Source: an optimization exercise on an open RTL-to-GDS flow (aim: small area and a short achievable clock period). Production flows keep margins and buffers that such runs may drop. Function was checked by simulation only, so behaviour that the tests miss may differ from the original. No activity file was given, so power comes from the tool's default toggle rates.

== run 1 ==
// id_regfile_sb
module id_regfile_sb #(
    parameter  int unsigned XLEN     = common::XLEN_DEFAULT,
    parameter  int unsigned NUM_REGS = common::REGISTER_FILE_SIZE,
    parameter  int unsigned NUM_RD   = 2,
    parameter  int unsigned CNT_W    = 16,
    localparam int unsigned AW       = $clog2(NUM_REGS)
) (
    input  logic                     clk,
    input  logic                     reset,
    input  logic [NUM_RD*AW-1:0]     rd_id,
    output logic [NUM_RD*XLEN-1:0]   rd_data,
    input  logic                     wb_en,
    input  logic [AW-1:0]            wb_id,
    input  logic [XLEN-1:0]          wb_data,
    input  logic                     issue_valid,
    input  logic                     issue_has_rd,
    input  logic [AW-1:0]            issue_rd,
    output logic                     issue_ready,
    input  logic                     flush,
    output logic [NUM_REGS-1:0]      busy,
    output logic [CNT_W-1:0]         stall_cnt,
    output logic [NUM_REGS*XLEN-1:0] debug_reg
);
    logic [NUM_REGS-1:0]        wb_dec;
    logic [NUM_REGS-1:0]        iss_dec;
    logic [XLEN-1:0]            wb_data_n;
    logic [XLEN-1:0]            regs_n [NUM_REGS];    
    logic [NUM_REGS-1:0]        valid_q;
    always_comb begin
        for (int unsigned i = 0; i < NUM_REGS; i++) begin
            wb_dec[i]  = wb_en && wb_id == AW'(i);
            iss_dec[i] = issue_rd == AW'(i);
        end
    end
    assign wb_data_n = ~wb_data;
    always_ff @(posedge clk or posedge reset) begin
        if (reset) begin
            valid_q <= '0;
        end else begin
            valid_q <= valid_q | wb_dec;
        end
    end
    assign regs_n[0] = '1;
    assign debug_reg[XLEN-1:0] = '0;
    for (genvar i = 1; i < NUM_REGS; i++) begin : g_reg
        id_rf_row #(.XLEN(XLEN)) u_row (
            .clk  (clk),
            .we   (wb_dec[i]),
            .we_n (!wb_dec[i]),
            .d_n  (wb_data_n),
            .q_n  (regs_n[i])
        );
        id_rf_gate #(.XLEN(XLEN)) u_gate (
            .clr_n (!valid_q[i]),
            .q_n   (regs_n[i]),
            .y     (debug_reg[i*XLEN +: XLEN])
        );
    end
    logic [3:0] iss_lo, iss_mid;
    logic [1:0] iss_top;
    logic [1:0] rd_busy, rd_wbok_n;
  ...
Size in the first run: roughly 52000 sq um of cells after synthesis.
==> flow/config.mk <==
export PLATFORM = sky130hd
export DESIGN_NAME = id_regfile_sb
export DESIGN_NICKNAME = id_regfile_sb
export VERILOG_FILES = /design/flow/design.v
export SDC_FILE = /design/flow/constraint.sdc
export NUM_CORES = 4
export LEC_CHECK = 0
export CAP_MARGIN = 20
export CORE_MARGIN = 2
export CORE_UTILIZATION = 40
export SETUP_SLACK_MARGIN = 4.0
export SLEW_MARGIN = 20
export SYNTH_HIERARCHICAL = 1
==> flow/constraint.sdc <==
create_clock -name core_clock -period 10.0 [get_ports {clk}]
set_input_delay 2.0000 -clock core_clock [delete_from_list [all_inputs] [get_ports {clk}]]
set_output_delay 2.0000 -clock core_clock [all_outputs]
set_load 0.01 [all_outputs]
standard.sh (not shown) runs the stock make flow with config.mk's settings and CLKGATE_MAP_FILE= SYNTH_SCRIPT=/design/flow/synth_recipe.tcl, a recipe that flattens the netlist after the stock synthesis.
==> flow/flow/run.sh <==
#!/bin/bash
# The standard layout, with the smallest port buffers, ABC's buffers removed before placement
# and a clock tree of small buffers over clusters of up to 20 flip-flops, without dummy loads.
set -euo pipefail
bash standard.sh \
  REMOVE_ABC_BUFFERS=1 \
  BUFFER_PORTS_ARGS="-buffer_cell sky130_fd_sc_hd__buf_1" \
  CTS_ARGS="-sink_clustering_enable -repair_clock_nets -dont_use_dummy_load -sink_clustering_size 20 -sink_clustering_max_diameter 100 -buf_list {sky130_fd_sc_hd__clkbuf_8 sky130_fd_sc_hd__clkbuf_16}" \
  finish > make_finish.log 2>&1
Input-level comparison between run 2 and run 1:
==> flow/flow/run.sh <==
#!/bin/bash
# The standard layout, with the smallest port buffers, ABC's buffers removed before placement and
# a clock tree of small buffers over clusters of up to 12 flip-flops, without dummy loads. Timing
# repair aims 4.0 ns above zero slack up to clock tree synthesis and 3.5 ns after global routing.
set -euo pipefail
args=(
  REMOVE_ABC_BUFFERS=1
  BUFFER_PORTS_ARGS="-buffer_cell sky130_fd_sc_hd__buf_1"
  CTS_ARGS="-sink_clustering_enable -repair_clock_nets -dont_use_dummy_load -sink_clustering_size 12 -sink_clustering_max_diameter 50 -buf_list {sky130_fd_sc_hd__clkbuf_4 sky130_fd_sc_hd__clkbuf_8}"
)
bash standard.sh "${args[@]}" SETUP_SLACK_MARGIN=4.0 cts > make_cts.log 2>&1
bash standard.sh "${args[@]}" SETUP_SLACK_MARGIN=3.5 finish > make_finish.log 2>&1
### Flow results
Run 2: no failed stages, no open violations at the end
Between run 1 and run 2, the flow reports area taken by multi-input logic gates decreasing by a few percent.
Against run 1 as the reference, run 2 delivers a higher register-to-register slack.
What run 1 reported for non-clock buffer count has to be multiplied by 0.932 to get the figure for run 2.
Run 2: all-layer global routing usage 0.44 points above run 1
Re logic gate share of total power: run 1 and run 2 aren't equal, and the higher value belongs to run 1.
Compared run 2 vs run 1, and number of inserted filler cells in the final layout is up in run 2.
Count of buffer and inverter cells on the critical path down 2 in run 2 wrt run 1
Any difference in non-filler instance count after layout between run 1 and run 2 is small enough to ignore.
Highest clock frequency the design can meet delta for run 2 relative to run 1: 2.6% lower
--- input diff run 2..run 3 ---
- swapping 40 for 50 in CORE_UTILIZATION
--- a/flow/flow/run.sh
+++ b/flow/flow/run.sh
@@ -1,3 +1,4 @@
 #!/bin/bash
-# The standard layout, with the smallest port buffers, ABC's buffers removed before placement and
+# The standard layout, with the smallest port buffers, pins one routing track apart (so that the
+# 1,194 ports fit around a denser core), ABC's buffers removed before placement and
 # a clock tree of small buffers over clusters of up to 12 flip-flops, without dummy loads. Timing
@@ -8,2 +9,3 @@
   BUFFER_PORTS_ARGS="-buffer_cell sky130_fd_sc_hd__buf_1"
+  PLACE_PINS_ARGS="-min_distance 1 -min_distance_in_tracks"
   CTS_ARGS="-sink_clustering_enable -repair_clock_nets -dont_use_dummy_load -sink_clustering_size 12 -sink_clustering_max_diameter 50 -buf_list {sky130_fd_sc_hd__clkbuf_4 sky130_fd_sc_hd__clkbuf_8}"
--- outcome ---
- Run 2 reports its slowest cell on the critical path as sky130_fd_sc_hd__nand2_2 while run 3 reports sky130_fd_sc_hd__nor2_2.
- In the reports for run 3 and run 2, the larger total length of routed met2 wires belongs to run 2.
- Run 3 against run 2: combinational cell fraction of total power went down by 0.9 points; number of antenna diodes down 1; first-pass GRT wire length -5.4%.
- In the metrics for run 3 and run 2, the one carrying the lower area enclosed by the die boundary is run 3.
- Run 3 vs. run 2: count of vias placed by the detailed router increased 1005, synthesis-to-layout area growth decreased 1.8 points, post-route clock period utilization increased 2.2 points, core utilization increased 11 points.
Changes in run 4 relative to run 3:
- changing CORE_UTILIZATION from 50 to 40
==> flow/flow/run.sh <==
#!/bin/bash
# The standard layout, with the smallest port buffers, ABC's buffers removed before placement
# and a clock tree of small buffers over clusters of up to 12 flip-flops, without dummy loads.
set -euo pipefail
bash standard.sh \
  REMOVE_ABC_BUFFERS=1 \
  BUFFER_PORTS_ARGS="-buffer_cell sky130_fd_sc_hd__buf_1" \
  CTS_ARGS="-sink_clustering_enable -repair_clock_nets -dont_use_dummy_load -sink_clustering_size 12 -sink_clustering_max_diameter 50 -buf_list {sky130_fd_sc_hd__clkbuf_4 sky130_fd_sc_hd__clkbuf_8}" \
  finish > make_finish.log 2>&1
==> comparison <==
- Power per standard cell area ends up lower on run 4.
- Looking at routed wirelength normalized by instance count, run 4 sits 2.4 um higher than run 3 does.
- Delta (run 4 minus run 3): non-clock buffer count now sits higher, cell-internal power now sits higher, sequential share of layout area now sits lower, wire length of the first global-routing pass now sits higher, number of buffer and inverter instances along the worst setup path now sits higher.
- On number of global-route vias before repair, run 4 tracks run 3 almost exactly.
- Run 4 ends up with a layout-stage area growth over the synthesis result that is 6.9 points higher than in run 3.
- The tap cell count in run 4 was higher than what run 3 gave.

## separate check: timing with driven ports
In the flow no input, the clock included, has a driving cell. The finished layouts below were timed again as built, in two steps. Step 1 sets driving cells, clkbuf_16 on the clock port and buf_2 on the other inputs (assumed; they add their load-dependent delay and slew). Step 2 also shifts input and output timing later by t, the mid clock arrival at the registers, as if the neighbouring blocks saw the same clock. Slacks: no drivers / after step 1 / after step 2; pairs: no drivers / after step 1.
| run | t, ns | slack for setup (ns) | worst hold slack (ns) | slew at the worst register clock pin (ns) | pins driven straight from the clock port |
|---|---|---|---|---|---|
| run 1 | 0.801 | 3.797 / 3.553 / 3.553 | 0.536 / 0.536 / 0.536 | 0.10 / 0.10 | 1 |
| run 2 | 1.001 | 3.630 / 3.424 / 3.424 | 0.528 / 0.528 / 0.528 | 0.09 / 0.09 | 1 |
| run 3 | 0.969 | 3.406 / 3.151 / 3.151 | 0.515 / 0.515 / 0.515 | 0.09 / 0.09 | 1 |
| run 4 | 1.010 | 3.853 / 3.641 / 3.641 | 0.526 / 0.526 / 0.526 | 0.09 / 0.09 | 1 |
After both steps setup and hold are still met in every run listed. The setup slack of run 3, which loses most, moves by -0.255 ns with the drivers and by -0.255 ns with both steps.
